From an optimization exercise on the open Yosys and OpenROAD flow, aimed at small area, a short achievable clock period and few clock cycles per item; shortcuts taken in it are not production practice.
In this exercise RTL edits were held to simulation tests only and were not proved equivalent to the original.

==> inputs of run H <==
Design go_to_goal_drive_controller_unit, start of the top module:
module go_to_goal_drive_controller_unit (
  input  logic        clk,
  input  logic        rst,
  input  logic        psel,
  input  logic        penable,
  input  logic        pwrite,
  input  logic [3:0]  paddr,
  input  logic [31:0] pwdata,
  output logic [31:0] prdata,
  output logic        pready,
  input  logic        s_tvalid,
  output logic        s_tready,
  input  logic [79:0] s_tdata,    
  input  logic [2:0]  s_tuser,    
  output logic        m_tvalid,
  input  logic        m_tready,
  output logic [31:0] m_tdata,    
  output logic [0:0]  m_tuser     
);
export LEC_CHECK = 0
export CAP_MARGIN = 20
export CORE_MARGIN = 2
export CORE_UTILIZATION = 55
export SETUP_SLACK_MARGIN = 5
export SLEW_MARGIN = 20
create_clock -name core_clock -period 10.0 [get_ports {clk}]
run.sh (not shown) runs the stock make flow with config.mk's settings and CLKGATE_MAP_FILE= SYNTH_SCRIPT=/design/flow/synth_recipe.tcl, a recipe that flattens the netlist after the stock synthesis.
==> run R: changes against run H <==
- CORE_UTILIZATION: 55 -> 40
==> results.txt <==
clock buf count=268; core footprint=0.251 sq mm; status=timing/DRC/antenna clean; multi-input logic area=0.0711 sq mm; multi-input combinational area share=0.460; via count of the first global-routing pass=88000; die height=506 microns; Worst Tran Pin Value=1.16 ns; drt total wl=313000 microns; met1 wire length=135000 microns; Total GRT Usage=0.244; Ant. Diodes=3; dpl cells=15200; DR vias=84200
(the above is from run H)
==> results.txt <==
Ant. Diodes=9; status=timing/DRC/antenna clean; die height=593 microns; met1 wire length=145000 microns; multi-input logic area=0.0711 sq mm; Total GRT Usage=0.178; Worst Tran Pin Value=1.08 ns; dpl cells=16400; Mapped Area=0.139 sq mm; core footprint=0.346 sq mm; DR vias=83100
(the above is from run R)
Testbench counts of run H, summed over its fixed seeds: cycles 3,160, items 2,603.
Testbench counts of run R, summed over its fixed seeds: cycles 3,160, items 2,603.

========
==> try-fjord: inputs <==
go_to_goal_drive_controller_unit, a different RTL version from the one above (not shown whole).
Settings: LEC_CHECK=0, CAP_MARGIN=20, CORE_MARGIN=2, CORE_UTILIZATION=40, CTS_BUF_LIST=sky130_fd_sc_hd__clkbuf_16, CTS_CLUSTER_DIAMETER=80, CTS_CLUSTER_SIZE=20, SETUP_SLACK_MARGIN=5, SLEW_MARGIN=20; clock period 10.0 ns.
==> inputs of try-delta, as changes to try-fjord <==
- CORE_UTILIZATION: 40 -> 55
- PLACE_DENSITY: not set -> 0.7
==> inputs of try-violet, as changes to try-fjord <==
--- a/flow/design.v
+++ b/flow/design.v
@@ -141,28 +141,28 @@
   assign s_tready = adv;
   wire in_acc   = s_tvalid & adv;
   wire in_start = s_tuser[1:0] == 2'd1;
   wire in_stop  = s_tuser[1:0] == 2'd2;
   wire in_tick  = (s_tuser[1:0] == 2'd0) & s_tuser[2];    
-  logic [1:0] r1_k;    
+  logic r1_v, r1_tick, r1_stop;
   logic signed [15:0] r1_hd;
   logic signed [32:0] r1_dx;
   logic signed [32:0] r1_dy;
-  logic  r1_dyz;
   always_ff @(posedge clk) begin
-    if (rst) r1_k <= 2'd0;
-    else if (adv) r1_k <= in_acc ? {in_tick | in_stop, in_tick | in_start} : 2'd0;
+    if (rst) r1_v <= 1'b0;
+    else if (adv) r1_v <= in_acc & (in_start | in_stop | in_tick);
     if (adv) begin
+      r1_tick <= in_tick;
+      r1_stop <= in_stop;
       r1_hd <= s_tdata[79:64];
       r1_dx <= {goal_east[31], goal_east} - {s_tdata[31], s_tdata[31:0]};
       r1_dy <= {goal_north[31], goal_north} - {s_tdata[63], s_tdata[63:32]};
-      r1_dyz <= goal_north == s_tdata[63:32];
     end
   end
   wire        c0_neg = r1_dx[32];
   wire        c0_dyn = r1_dy[32];
-  wire        c0_dyz = r1_dyz;    
+  wire        c0_dyz = ~|r1_dy;
   wire        s_0    = c0_neg ? (c0_dyn | c0_dyz) : ~c0_dyn;    
   wire        c0_mx  = s_0 ^ c0_neg;
   wire [32:0] c0_ax  = r1_dx ^ {33{c0_neg}};
   wire [32:0] c0_ay  = r1_dy ^ {33{c0_dyn}};
   wire [32:0] c0_by  = r1_dy ^ {33{c0_neg}};
@@ -170,20 +170,22 @@
   wire [34:0] c0_x1  = {{2{c0_ax[32]}}, c0_ax} + {{2{c0_ay[32]}}, c0_ay} + {34'b0, c0_neg} + {34'b0, c0_dyn};
   wire [34:0] c0_y1  = {{2{c0_by[32]}}, c0_by} + {{2{c0_bx[32]}}, c0_bx} + {34'b0, c0_neg} + {34'b0, c0_mx};
   wire [1:0]  c0_q   = {c0_neg, ~c0_dyn};    
   wire [44:0] xn_0 = {c0_x1[32:0], 12'b0};
   wire signed [44:0] yn_0 = {c0_y1[32:0], 12'b0};
-  logic [1:0] r2_k;    
+  logic r2_v, r2_tick, r2_stop;
   logic signed [15:0] r2_hd;
   logic [1:0] r2_q;
   logic [0:0] r2_s;
   logic [44:12] r2_x;
   logic signed [44:12] r2_y;
   always_ff @(posedge clk) begin
-    if (rst) r2_k <= 2'd0;
-    else if (adv) r2_k <= r1_k;
+    if (rst) r2_v <= 1'b0;
+    else if (adv) r2_v <= r1_v;
     if (adv) begin
+      r2_tick <= r1_tick;
+      r2_stop <= r1_stop;
       r2_hd <= r1_hd;
       r2_q <= c0_q;
       r2_s <= {s_0};
       r2_x <= xn_0[44:12];
       r2_y <= yn_0[44:12];
@@ -196,20 +198,22 @@
   wire [44:0] xsh_1 = x_1 >> 1;
   wire [45:0] xn_1;
   ggdc_add #(.W(46), .STYLE(ADD_STYLE)) u_ax1 (.a(46'(x_1)), .b(46'(ysh_1) ^ {46{~s_1}}), .ci(~s_1), .s(xn_1));
   wire signed [45:0] yn_1;
   ggdc_add #(.W(46), .STYLE(ADD_STYLE)) u_ay1 (.a(46'(y_1)), .b(46'({1'b0, xsh_1}) ^ {46{s_1}}), .ci(s_1), .s(yn_1));
-  logic [1:0] r3_k;    
+  logic r3_v, r3_tick, r3_stop;
   logic signed [15:0] r3_hd;
   logic [1:0] r3_q;
   logic [1:0] r3_s;
   logic [45:11] r3_x;
   logic signed [45:11] r3_y;
   always_ff @(posedge clk) begin
-    if (rst) r3_k <= 2'd0;
-    else if (adv) r3_k <= r2_k;
+    if (rst) r3_v <= 1'b0;
+    else if (adv) r3_v <= r2_v;
     if (adv) begin
+      r3_tick <= r2_tick;
+      r3_stop <= r2_stop;
       r3_hd <= r2_hd;
       r3_q <= r2_q;
       r3_s <= {{s_1}, r2_s};
       r3_x <= xn_1[45:11];
       r3_y <= yn_1[45:11];
@@ -222,20 +226,22 @@
   wire [45:0] xsh_2 = x_2 >> 2;
   wire [45:0] xn_2;
   ggdc_add #(.W(46), .STYLE(ADD_STYLE)) u_ax2 (.a(46'(x_2)), .b(46'(ysh_2) ^ {46{~s_2}}), .ci(~s_2), .s(xn_2));
   wire signed [44:0] yn_2;
   ggdc_add #(.W(45), .STYLE(ADD_STYLE)) u_ay2 (.a(45'(y_2)), .b(45'({1'b0, xsh_2}) ^ {45{s_2}}), .ci(s_2), .s(yn_2));
-  logic [1:0] r4_k;    
+  logic r4_v, r4_tick, r4_stop;
   logic signed [15:0] r4_hd;
   logic [1:0] r4_q;
   logic [2:0] r4_s;
   logic [45:9] r4_x;
   logic signed [44:9] r4_y;
   always_ff @(posedge clk) begin
-    if (rst) r4_k <= 2'd0;
-    else if (adv) r4_k <= r3_k;
+    if (rst) r4_v <= 1'b0;
+    else if (adv) r4_v <= r3_v;
     if (adv) begin
+      r4_tick <= r3_tick;
+      r4_stop <= r3_stop;
       r4_hd <= r3_hd;
       r4_q <= r3_q;
       r4_s <= {{s_2}, r3_s};
       r4_x <= xn_2[45:9];
       r4_y <= yn_2[44:9];
@@ -248,20 +254,22 @@
   wire [45:0] xsh_3 = x_3 >> 3;
   wire [45:0] xn_3;
   ggdc_add #(.W(46), .STYLE(ADD_STYLE)) u_ax3 (.a(46'(x_3)), .b(46'(ysh_3) ^ {46{~s_3}}), .ci(~s_3), .s(xn_3));
   wire signed [43:0] yn_3;
   ggdc_add #(.W(44), .STYLE(ADD_STYLE)) u_ay3 (.a(44'(y_3)), .b(44'({1'b0, xsh_3}) ^ {44{s_3}}), .ci(s_3), .s(yn_3));
-  logic [1:0] r5_k;    
+  logic r5_v, r5_tick, r5_stop;
   logic signed [15:0] r5_hd;
   logic [1:0] r5_q;
   logic [3:0] r5_s;
   logic [45:6] r5_x;
   logic signed [43:6] r5_y;
   always_ff @(posedge clk) begin
-    if (rst) r5_k <= 2'd0;
-    else if (adv) r5_k <= r4_k;
+    if (rst) r5_v <= 1'b0;
+    else if (adv) r5_v <= r4_v;
     if (adv) begin
+      r5_tick <= r4_tick;
+      r5_stop <= r4_stop;
       r5_hd <= r4_hd;
       r5_q <= r4_q;
       r5_s <= {{s_3}, r4_s};
       r5_x <= xn_3[45:6];
       r5_y <= yn_3[43:6];
@@ -274,20 +282,22 @@
   wire [45:0] xsh_4 = x_4 >> 4;
   wire [45:0] xn_4;
   ggdc_add #(.W(46), .STYLE(ADD_STYLE)) u_ax4 (.a(46'(x_4)), .b(46'(ysh_4) ^ {46{~s_4}}), .ci(~s_4), .s(xn_4));
   wire signed [42:0] yn_4;
   ggdc_add #(.W(43), .STYLE(ADD_STYLE)) u_ay4 (.a(43'(y_4)), .b(43'({1'b0, xsh_4}) ^ {43{s_4}}), .ci(s_4), .s(yn_4));
-  logic [1:0] r6_k;    
+  logic r6_v, r6_tick, r6_stop;
   logic signed [15:0] r6_hd;
   logic [1:0] r6_q;
   logic [4:0] r6_s;
   logic [45:2] r6_x;
   logic signed [42:2] r6_y;
   always_ff @(posedge clk) begin
-    if (rst) r6_k <= 2'd0;
-    else if (adv) r6_k <= r5_k;
+    if (rst) r6_v <= 1'b0;
+    else if (adv) r6_v <= r5_v;
     if (adv) begin
+      r6_tick <= r5_tick;
+      r6_stop <= r5_stop;
       r6_hd <= r5_hd;
       r6_q <= r5_q;
       r6_s <= {{s_4}, r5_s};
       r6_x <= xn_4[45:2];
       r6_y <= yn_4[42:2];
@@ -302,21 +312,23 @@
   ggdc_add #(.W(46), .STYLE(ADD_STYLE)) u_ax5 (.a(46'(x_5)), .b(46'(ysh_5) ^ {46{~s_5}}), .ci(~s_5), .s(xn_5));
   wire signed [41:0] yn_5;
   ggdc_add #(.W(42), .STYLE(ADD_STYLE)) u_ay5 (.a(42'(y_5)), .b(42'({1'b0, xsh_5}) ^ {42{s_5}}), .ci(s_5), .s(yn_5));
   wire sgn_5 = yn_5[41];
   wire [40:0] yhn_5 = yn_5[40:0] ^ {41{sgn_5}};
-  logic [1:0] r7_k;    
+  logic r7_v, r7_tick, r7_stop;
   logic signed [15:0] r7_hd;
   logic [1:0] r7_q;
   logic [5:0] r7_s;
   logic [45:0] r7_x;
   logic [40:0] r7_yh;
   logic  r7_sg;
   always_ff @(posedge clk) begin
-    if (rst) r7_k <= 2'd0;
-    else if (adv) r7_k <= r6_k;
+    if (rst) r7_v <= 1'b0;
+    else if (adv) r7_v <= r6_v;
     if (adv) begin
+      r7_tick <= r6_tick;
+      r7_stop <= r6_stop;
       r7_hd <= r6_hd;
       r7_q <= r6_q;
       r7_s <= {{s_5}, r6_s};
       r7_x <= xn_5[45:0];
       r7_yh <= yhn_5;
@@ -333,21 +345,23 @@
   ggdc_add #(.W(46), .STYLE(ADD_STYLE)) u_ax6 (.a(46'(x_6)), .b(46'(yhs_6)), .ci(sg_6), .s(xn_6));
   wire [40:0] yd_6;
   ggdc_add #(.W(41), .STYLE(ADD_STYLE)) u_ay6 (.a(41'(yh_6)), .b(~(41'({1'b0, xsh_6}))), .ci(1'b1), .s(yd_6));
   wire sgn_6 = yd_6[40] ^ sg_6;
   wire [39:0] yhn_6 = yd_6[39:0] ^ {40{yd_6[40]}};
-  logic [1:0] r8_k;    
+  logic r8_v, r8_tick, r8_stop;
   logic signed [15:0] r8_hd;
   logic [1:0] r8_q;
   logic [6:0] r8_s;
   logic [45:0] r8_x;
   logic [39:0] r8_yh;
   logic  r8_sg;
   always_ff @(posedge clk) begin
-    if (rst) r8_k <= 2'd0;
-    else if (adv) r8_k <= r7_k;
+    if (rst) r8_v <= 1'b0;
+    else if (adv) r8_v <= r7_v;
     if (adv) begin
+      r8_tick <= r7_tick;
+      r8_stop <= r7_stop;
       r8_hd <= r7_hd;
       r8_q <= r7_q;
       r8_s <= {{s_6}, r7_s};
       r8_x <= xn_6[45:0];
       r8_yh <= yhn_6;
@@ -364,21 +378,23 @@
   ggdc_add #(.W(46), .STYLE(ADD_STYLE)) u_ax7 (.a(46'(x_7)), .b(46'(yhs_7)), .ci(sg_7), .s(xn_7));
   wire [39:0] yd_7;
   ggdc_add #(.W(40), .STYLE(ADD_STYLE)) u_ay7 (.a(40'(yh_7)), .b(~(40'({1'b0, xsh_7}))), .ci(1'b1), .s(yd_7));
   wire sgn_7 = yd_7[39] ^ sg_7;
   wire [38:0] yhn_7 = yd_7[38:0] ^ {39{yd_7[39]}};
-  logic [1:0] r9_k;    
+  logic r9_v, r9_tick, r9_stop;
   logic signed [15:0] r9_hd;
   logic [1:0] r9_q;
   logic [7:0] r9_s;
   logic [45:0] r9_x;
   logic [38:0] r9_yh;
   logic  r9_sg;
   always_ff @(posedge clk) begin
-    if (rst) r9_k <= 2'd0;
-    else if (adv) r9_k <= r8_k;
+    if (rst) r9_v <= 1'b0;
+    else if (adv) r9_v <= r8_v;
     if (adv) begin
+      r9_tick <= r8_tick;
+      r9_stop <= r8_stop;
       r9_hd <= r8_hd;
       r9_q <= r8_q;
       r9_s <= {{s_7}, r8_s};
       r9_x <= xn_7[45:0];
       r9_yh <= yhn_7;
@@ -395,21 +411,23 @@
   ggdc_add #(.W(46), .STYLE(ADD_STYLE)) u_ax8 (.a(46'(x_8)), .b(46'(yhs_8)), .ci(sg_8), .s(xn_8));
   wire [38:0] yd_8;
   ggdc_add #(.W(39), .STYLE(ADD_STYLE)) u_ay8 (.a(39'(yh_8)), .b(~(39'({1'b0, xsh_8}))), .ci(1'b1), .s(yd_8));
   wire sgn_8 = yd_8[38] ^ sg_8;
   wire [37:0] yhn_8 = yd_8[37:0] ^ {38{yd_8[38]}};
-  logic [1:0] r10_k;    
+  logic r10_v, r10_tick, r10_stop;
   logic signed [15:0] r10_hd;
   logic [1:0] r10_q;
   logic [8:0] r10_s;
   logic [45:0] r10_x;
   logic [37:0] r10_yh;
   logic  r10_sg;
   always_ff @(posedge clk) begin
-    if (rst) r10_k <= 2'd0;
-    else if (adv) r10_k <= r9_k;
+    if (rst) r10_v <= 1'b0;
+    else if (adv) r10_v <= r9_v;
     if (adv) begin
+      r10_tick <= r9_tick;
+      r10_stop <= r9_stop;
       r10_hd <= r9_hd;
       r10_q <= r9_q;
       r10_s <= {{s_8}, r9_s};
       r10_x <= xn_8[45:0];
       r10_yh <= yhn_8;
@@ -426,21 +444,23 @@
   ggdc_add #(.W(46), .STYLE(ADD_STYLE)) u_ax9 (.a(46'(x_9)), .b(46'(yhs_9)), .ci(sg_9), .s(xn_9));
   wire [37:0] yd_9;
   ggdc_add #(.W(38), .STYLE(ADD_STYLE)) u_ay9 (.a(38'(yh_9)), .b(~(38'({1'b0, xsh_9}))), .ci(1'b1), .s(yd_9));
   wire sgn_9 = yd_9[37] ^ sg_9;
   wire [36:0] yhn_9 = yd_9[36:0] ^ {37{yd_9[37]}};
-  logic [1:0] r11_k;    
+  logic r11_v, r11_tick, r11_stop;
   logic signed [15:0] r11_hd;
   logic [1:0] r11_q;
   logic [9:0] r11_s;
   logic [45:0] r11_x;
   logic [36:0] r11_yh;
   logic  r11_sg;
   always_ff @(posedge clk) begin
-    if (rst) r11_k <= 2'd0;
-    else if (adv) r11_k <= r10_k;
+    if (rst) r11_v <= 1'b0;
+    else if (adv) r11_v <= r10_v;
     if (adv) begin
+      r11_tick <= r10_tick;
+      r11_stop <= r10_stop;
       r11_hd <= r10_hd;
       r11_q <= r10_q;
       r11_s <= {{s_9}, r10_s};
       r11_x <= xn_9[45:0];
       r11_yh <= yhn_9;
@@ -457,21 +477,23 @@
   ggdc_add #(.W(46), .STYLE(ADD_STYLE)) u_ax10 (.a(46'(x_10)), .b(46'(yhs_10)), .ci(sg_10), .s(xn_10));
   wire [36:0] yd_10;
   ggdc_add #(.W(37), .STYLE(ADD_STYLE)) u_ay10 (.a(37'(yh_10)), .b(~(37'({1'b0, xsh_10}))), .ci(1'b1), .s(yd_10));
   wire sgn_10 = yd_10[36] ^ sg_10;
   wire [35:0] yhn_10 = yd_10[35:0] ^ {36{yd_10[36]}};
-  logic [1:0] r12_k;    
+  logic r12_v, r12_tick, r12_stop;
   logic signed [15:0] r12_hd;
   logic [1:0] r12_q;
   logic [10:0] r12_s;
   logic [45:0] r12_x;
   logic [35:0] r12_yh;
   logic  r12_sg;
   always_ff @(posedge clk) begin
-    if (rst) r12_k <= 2'd0;
-    else if (adv) r12_k <= r11_k;
+    if (rst) r12_v <= 1'b0;
+    else if (adv) r12_v <= r11_v;
     if (adv) begin
+      r12_tick <= r11_tick;
+      r12_stop <= r11_stop;
       r12_hd <= r11_hd;
       r12_q <= r11_q;
       r12_s <= {{s_10}, r11_s};
       r12_x <= xn_10[45:0];
       r12_yh <= yhn_10;
@@ -488,21 +510,23 @@
   ggdc_add #(.W(46), .STYLE(ADD_STYLE)) u_ax11 (.a(46'(x_11)), .b(46'(yhs_11)), .ci(sg_11), .s(xn_11));
   wire [35:0] yd_11;
   ggdc_add #(.W(36), .STYLE(ADD_STYLE)) u_ay11 (.a(36'(yh_11)), .b(~(36'({1'b0, xsh_11}))), .ci(1'b1), .s(yd_11));
   wire sgn_11 = yd_11[35] ^ sg_11;
   wire [34:0] yhn_11 = yd_11[34:0] ^ {35{yd_11[35]}};
-  logic [1:0] r13_k;    
+  logic r13_v, r13_tick, r13_stop;
   logic signed [15:0] r13_hd;
   logic [1:0] r13_q;
   logic [11:0] r13_s;
   logic [45:0] r13_x;
   logic [34:0] r13_yh;
   logic  r13_sg;
   always_ff @(posedge clk) begin
-    if (rst) r13_k <= 2'd0;
-    else if (adv) r13_k <= r12_k;
+    if (rst) r13_v <= 1'b0;
+    else if (adv) r13_v <= r12_v;
     if (adv) begin
+      r13_tick <= r12_tick;
+      r13_stop <= r12_stop;
       r13_hd <= r12_hd;
       r13_q <= r12_q;
       r13_s <= {{s_11}, r12_s};
       r13_x <= xn_11[45:0];
       r13_yh <= yhn_11;
@@ -519,21 +543,23 @@
   ggdc_add #(.W(46), .STYLE(ADD_STYLE)) u_ax12 (.a(46'(x_12)), .b(46'(yhs_12)), .ci(sg_12), .s(xn_12));
   wire [34:0] yd_12;
   ggdc_add #(.W(35), .STYLE(ADD_STYLE)) u_ay12 (.a(35'(yh_12)), .b(~(35'({1'b0, xsh_12}))), .ci(1'b1), .s(yd_12));
   wire sgn_12 = yd_12[34] ^ sg_12;
   wire [33:0] yhn_12 = yd_12[33:0] ^ {34{yd_12[34]}};
-  logic [1:0] r14_k;    
+  logic r14_v, r14_tick, r14_stop;
   logic signed [15:0] r14_hd;
   logic [1:0] r14_q;
   logic [12:0] r14_s;
   logic [45:0] r14_x;
   logic [33:0] r14_yh;
   logic  r14_sg;
   always_ff @(posedge clk) begin
-    if (rst) r14_k <= 2'd0;
-    else if (adv) r14_k <= r13_k;
+    if (rst) r14_v <= 1'b0;
+    else if (adv) r14_v <= r13_v;
     if (adv) begin
+      r14_tick <= r13_tick;
+      r14_stop <= r13_stop;
       r14_hd <= r13_hd;
       r14_q <= r13_q;
       r14_s <= {{s_12}, r13_s};
       r14_x <= xn_12[45:0];
       r14_yh <= yhn_12;
@@ -550,21 +576,23 @@
   ggdc_add #(.W(46), .STYLE(ADD_STYLE)) u_ax13 (.a(46'(x_13)), .b(46'(yhs_13)), .ci(sg_13), .s(xn_13));
   wire [33:0] yd_13;
   ggdc_add #(.W(34), .STYLE(ADD_STYLE)) u_ay13 (.a(34'(yh_13)), .b(~(34'({1'b0, xsh_13}))), .ci(1'b1), .s(yd_13));
   wire sgn_13 = yd_13[33] ^ sg_13;
   wire [32:0] yhn_13 = yd_13[32:0] ^ {33{yd_13[33]}};
-  logic [1:0] r15_k;    
+  logic r15_v, r15_tick, r15_stop;
   logic signed [15:0] r15_hd;
   logic [1:0] r15_q;
   logic [13:0] r15_s;
   logic [45:0] r15_x;
   logic [32:0] r15_yh;
   logic  r15_sg;
   always_ff @(posedge clk) begin
-    if (rst) r15_k <= 2'd0;
-    else if (adv) r15_k <= r14_k;
+    if (rst) r15_v <= 1'b0;
+    else if (adv) r15_v <= r14_v;
     if (adv) begin
+      r15_tick <= r14_tick;
+      r15_stop <= r14_stop;
       r15_hd <= r14_hd;
       r15_q <= r14_q;
       r15_s <= {{s_13}, r14_s};
       r15_x <= xn_13[45:0];
       r15_yh <= yhn_13;
@@ -581,21 +609,23 @@
   ggdc_add #(.W(46), .STYLE(ADD_STYLE)) u_ax14 (.a(46'(x_14)), .b(46'(yhs_14)), .ci(sg_14), .s(xn_14));
   wire [32:0] yd_14;
   ggdc_add #(.W(33), .STYLE(ADD_STYLE)) u_ay14 (.a(33'(yh_14)), .b(~(33'({1'b0, xsh_14}))), .ci(1'b1), .s(yd_14));
   wire sgn_14 = yd_14[32] ^ sg_14;
   wire [31:0] yhn_14 = yd_14[31:0] ^ {32{yd_14[32]}};
-  logic [1:0] r16_k;    
+  logic r16_v, r16_tick, r16_stop;
   logic signed [15:0] r16_hd;
   logic [1:0] r16_q;
   logic [14:0] r16_s;
   logic [45:0] r16_x;
   logic [31:0] r16_yh;
   logic  r16_sg;
   always_ff @(posedge clk) begin
-    if (rst) r16_k <= 2'd0;
-    else if (adv) r16_k <= r15_k;
+    if (rst) r16_v <= 1'b0;
+    else if (adv) r16_v <= r15_v;
     if (adv) begin
+      r16_tick <= r15_tick;
+      r16_stop <= r15_stop;
       r16_hd <= r15_hd;
       r16_q <= r15_q;
       r16_s <= {{s_14}, r15_s};
       r16_x <= xn_14[45:0];
       r16_yh <= yhn_14;
@@ -712,22 +742,24 @@
   wire [17:0] zlo;
   ggdc_add #(.W(18), .STYLE(ADD_STYLE)) u_zl (.a({1'b0, zc_s2_0[16:0]}), .b({1'b0, zc_c2_0[16:0]}), .ci(1'b0), .s(zlo));
   wire [18:0] zhs = zc_s2_0[35:17];
   wire [18:0] zhc = zc_c2_0[35:17];
   wire xbig_15 = (|x_15[45:29]) | xn_15[29];
-  logic [1:0] r17_k;    
+  logic r17_v, r17_tick, r17_stop;
   logic  r17_s15;
   logic [18:0] r17_zhs;
   logic [18:0] r17_zhc;
   logic  r17_zca;
   logic  r17_zl16;
   logic [28:0] r17_x;
   logic  r17_big;
   always_ff @(posedge clk) begin
-    if (rst) r17_k <= 2'd0;
-    else if (adv) r17_k <= r16_k;
+    if (rst) r17_v <= 1'b0;
+    else if (adv) r17_v <= r16_v;
     if (adv) begin
+      r17_tick <= r16_tick;
+      r17_stop <= r16_stop;
       r17_s15 <= s_15;
       r17_zhs <= zhs;
       r17_zhc <= zhc;
       r17_zca <= zlo[17];
       r17_zl16 <= zlo[16];
@@ -755,20 +787,22 @@
   wire [45:0] dc_c2_0 = {((dc_s1_0 & dc_c1_0) | (dc_s1_0 & dc_s1_3) | (dc_c1_0 & dc_s1_3))} << 1;
   wire [45:0] dc_s3_0 = dc_s2_0 ^ dc_c2_0 ^ dc_c1_3;
   wire [45:0] dc_c3_0 = {((dc_s2_0 & dc_c2_0) | (dc_s2_0 & dc_c1_3) | (dc_c2_0 & dc_c1_3))} << 1;
   wire [28:0] dlo;
   ggdc_add #(.W(29), .STYLE(ADD_STYLE)) u_dl (.a({1'b0, dc_s3_0[27:0]}), .b({1'b0, dc_c3_0[27:0]}), .ci(1'b0), .s(dlo));
-  logic [1:0] r18_k;    
+  logic r18_v, r18_tick, r18_stop;
   logic signed [18:0] r18_err;
   logic [16:0] r18_ds;
   logic [16:0] r18_dc;
   logic  r18_dcy;
   logic  r18_big;
   always_ff @(posedge clk) begin
-    if (rst) r18_k <= 2'd0;
-    else if (adv) r18_k <= r17_k;
+    if (rst) r18_v <= 1'b0;
+    else if (adv) r18_v <= r17_v;
     if (adv) begin
+      r18_tick <= r17_tick;
+      r18_stop <= r17_stop;
       r18_err <= err_raw;
       r18_ds <= dc_s3_0[44:28];
       r18_dc <= dc_c3_0[44:28];
       r18_dcy <= dlo[28];
       r18_big <= dbig;
@@ -787,21 +821,23 @@
   wire        e_neg = err_w[18];
   wire [15:0] e_mag = 16'(e_neg ? -err_w : err_w);      
   wire        reach = ~r18_big & ({1'b0, dval} < {2'b0, arrive_radius});
   wire        d_hi  = r18_big | (dval > 17'd409);
   wire        d_lo  = dval < 17'd103;                   
-  logic [1:0] r19_k;    
+  logic r19_v, r19_tick, r19_stop;
   logic  r19_reach;
   logic  r19_hi;
   logic  r19_lo;
   logic  r19_neg;
   logic [15:0] r19_mag;
   logic [8:0] r19_d;
   always_ff @(posedge clk) begin
-    if (rst) r19_k <= 2'd0;
-    else if (adv) r19_k <= r18_k;
+    if (rst) r19_v <= 1'b0;
+    else if (adv) r19_v <= r18_v;
     if (adv) begin
+      r19_tick <= r18_tick;
+      r19_stop <= r18_stop;
       r19_reach <= reach;
       r19_hi <= d_hi;
       r19_lo <= d_lo;
       r19_neg <= e_neg;
       r19_mag <= e_mag;
@@ -828,11 +864,11 @@
   ggdc_add #(.W(17), .STYLE(ADD_STYLE)) u_fl (.a({1'b0, fc_s3_0[15:0]}), .b({1'b0, fc_c3_0[15:0]}), .ci(1'b0), .s(f_lo));
   wire [11:0] f_s = fc_s3_0[27:16];
   wire [11:0] f_c = fc_c3_0[27:16];
   wire        spin_sat = r19_mag >= 16'd4370;                
   wire [11:0] spd = r19_hi ? 12'd3277 : (r19_lo ? 12'd819 : {r19_d, 3'b0});
-  logic [1:0] r20_k;    
+  logic r20_v, r20_tick, r20_stop;
   logic  r20_reach;
   logic  r20_neg;
   logic  r20_spin;
   logic  r20_ssat;
   logic  r20_fsat;
@@ -840,13 +876,15 @@
   logic [11:0] r20_fs;
   logic [11:0] r20_fc;
   logic  r20_fcy;
   logic [11:0] r20_spd;
   always_ff @(posedge clk) begin
-    if (rst) r20_k <= 2'd0;
-    else if (adv) r20_k <= r19_k;
+    if (rst) r20_v <= 1'b0;
+    else if (adv) r20_v <= r19_v;
     if (adv) begin
+      r20_tick <= r19_tick;
+      r20_stop <= r19_stop;
       r20_reach <= r19_reach;
       r20_neg <= r19_neg;
       r20_spin <= spin;
       r20_ssat <= spin_sat;
       r20_fsat <= f_sat;
@@ -860,24 +898,23 @@
   wire [11:0] f_q;
   ggdc_add #(.W(12), .STYLE(ADD_STYLE)) u_fh (.a(r20_fs), .b(r20_fc), .ci(r20_fcy), .s(f_q));    
   wire [11:0] t_mag = r20_spin ? (r20_ssat ? 12'd3277 : r20_st) : (r20_fsat ? 12'd2048 : f_q);
   wire [11:0] o_spd = r20_spin ? 12'd0 : r20_spd;
   logic armed;
-  wire  q_v = (|r20_k), q_tick = (&r20_k), q_stop = (r20_k == 2'd2);
-  wire  tick_live = q_v & q_tick & armed;
-  wire  beat      = q_v & (q_stop | tick_live);
+  wire  tick_live = r20_v & r20_tick & armed;
+  wire  beat      = r20_v & (r20_stop | tick_live);
   logic [11:0] o_speed;
   logic [12:0] o_turn;
   logic        o_arr;
   always_ff @(posedge clk) begin
     if (rst) begin
       armed    <= 1'b0;
       m_tvalid <= 1'b0;
     end else if (adv) begin
       m_tvalid <= beat;
-      if (q_v & ~q_tick & ~q_stop) armed <= 1'b1;    
-      else if (q_v & q_stop)       armed <= 1'b0;    
+      if (r20_v & ~r20_tick & ~r20_stop) armed <= 1'b1;    
+      else if (r20_v & r20_stop)           armed <= 1'b0;    
       else if (tick_live & r20_reach)       armed <= 1'b0;    
     end
     if (adv) begin
       if (~tick_live | r20_reach) begin
         o_speed <= '0;
==> flow/flow/run.sh (new file) <==
#!/bin/bash
set -euo pipefail
bash standard.sh SETUP_SLACK_MARGIN=6 finish > standard.log 2>&1
==> flow/standard.sh (new file) <==
#!/bin/bash
# synth_recipe.tcl (not shown) runs the flow's synth.tcl, then flattens the netlist and writes it again
# the make line also repeats each setting of config.mk as NAME=value (left out here)
make -C /OpenROAD-flow-scripts/flow DESIGN_CONFIG=/design/flow/config.mk WORK_HOME=/design/flow/orfs CLKGATE_MAP_FILE= SYNTH_SCRIPT=/design/flow/synth_recipe.tcl "${@:-finish}"
removed: flow/run.sh
==> results.txt <==
Sequential share of layout area, highest first: try-delta, try-fjord, try-violet. Of try-violet and try-fjord, try-violet has the higher worst hold slack (gap 0.028 ns). In try-delta the clock-buffer cell count is lower than in try-fjord, by 14. Flip-flop and latch count: try-violet is higher than try-delta (19). try-violet went through all stages and came out clean. try-delta went through all stages and came out clean. try-fjord completed with no timing, DRC or antenna violations. In try-fjord the non-clock buffer count is lower than in try-delta, by 4.
==> figures <==
                                                                                 try-delta               try-violet                try-fjord
Die width                                                                           501 um                   588 um                   587 um
Routed met1 length                                                               134000 um                151000 um                143000 um
Final min period                                                                   4.99 ns                  4.95 ns                  5.05 ns
Dpl cell area                                                                   141000 um2               144000 um2               143000 um2
Least-Margin Pin Slew                                                              1.12 ns                  1.22 ns                  1.05 ns
Area growth from synthesis to final layout                                           8.82%                    20.8%                    10.4%
Result of the run                                                  complete, no violations  complete, no violations  complete, no violations
Post_cts resized                                                                       128                     1209                      166
Reg2reg start                                                                     r6_y[42]                r1_dy[24]                 r6_y[42]
Share of the synthesized netlist area taken by xor and xnor gates                    10.4%                    10.4%                    10.4%
Placeable core region                                                           246000 um2               339000 um2               337000 um2
Number of global-route vias before repair                                            86600                    90400                    87400
Testbench counts of try-fjord, summed over its fixed seeds: cycles 3,160, items 2,603.
Testbench counts of try-delta, summed over its fixed seeds: cycles 3,160, items 2,603.
Testbench counts of try-violet, summed over its fixed seeds: cycles 3,160, items 2,603.

-- re-timing with driven ports --
How much do the figures lean on ideal ports? The routed layouts below were timed once more, with nothing changed but the port constraints.
Step 1 sets driving cells, clkbuf_16 on the clock port and buf_2 on the other inputs (assumed; they add their load-dependent delay and slew).
Step 2 times the ports against the registers' clock, not the clock port: input delays grow and output delays shrink by t, the midpoint of the rising clock arrivals with the driver on.
a / b / c = ideal / step 1 / step 2; a / b = the first two.
| run | shift t [ns] | setup WS [ns] | worst hold slack (ns) |
|---|---|---|---|
| run H | 0.929 | 4.857 / 4.857 / 4.310 | 0.410 / 0.410 / 0.410 |
| run R | 1.000 | 4.820 / 4.820 / 4.096 | 0.384 / 0.384 / 0.384 |
| try-fjord | 0.948 | 4.951 / 4.847 / 4.188 | 0.388 / 0.388 / 0.388 |
| try-delta | 0.903 | 5.013 / 4.801 / 4.258 | 0.408 / 0.408 / 0.408 |
| try-violet | 0.971 | 5.046 / 4.858 / 4.858 | 0.416 / 0.416 / 0.416 |
After both steps setup and hold are still met in every run listed. The setup slack of try-fjord, which loses most, moves by -0.104 ns with the drivers and by -0.763 ns with both steps.
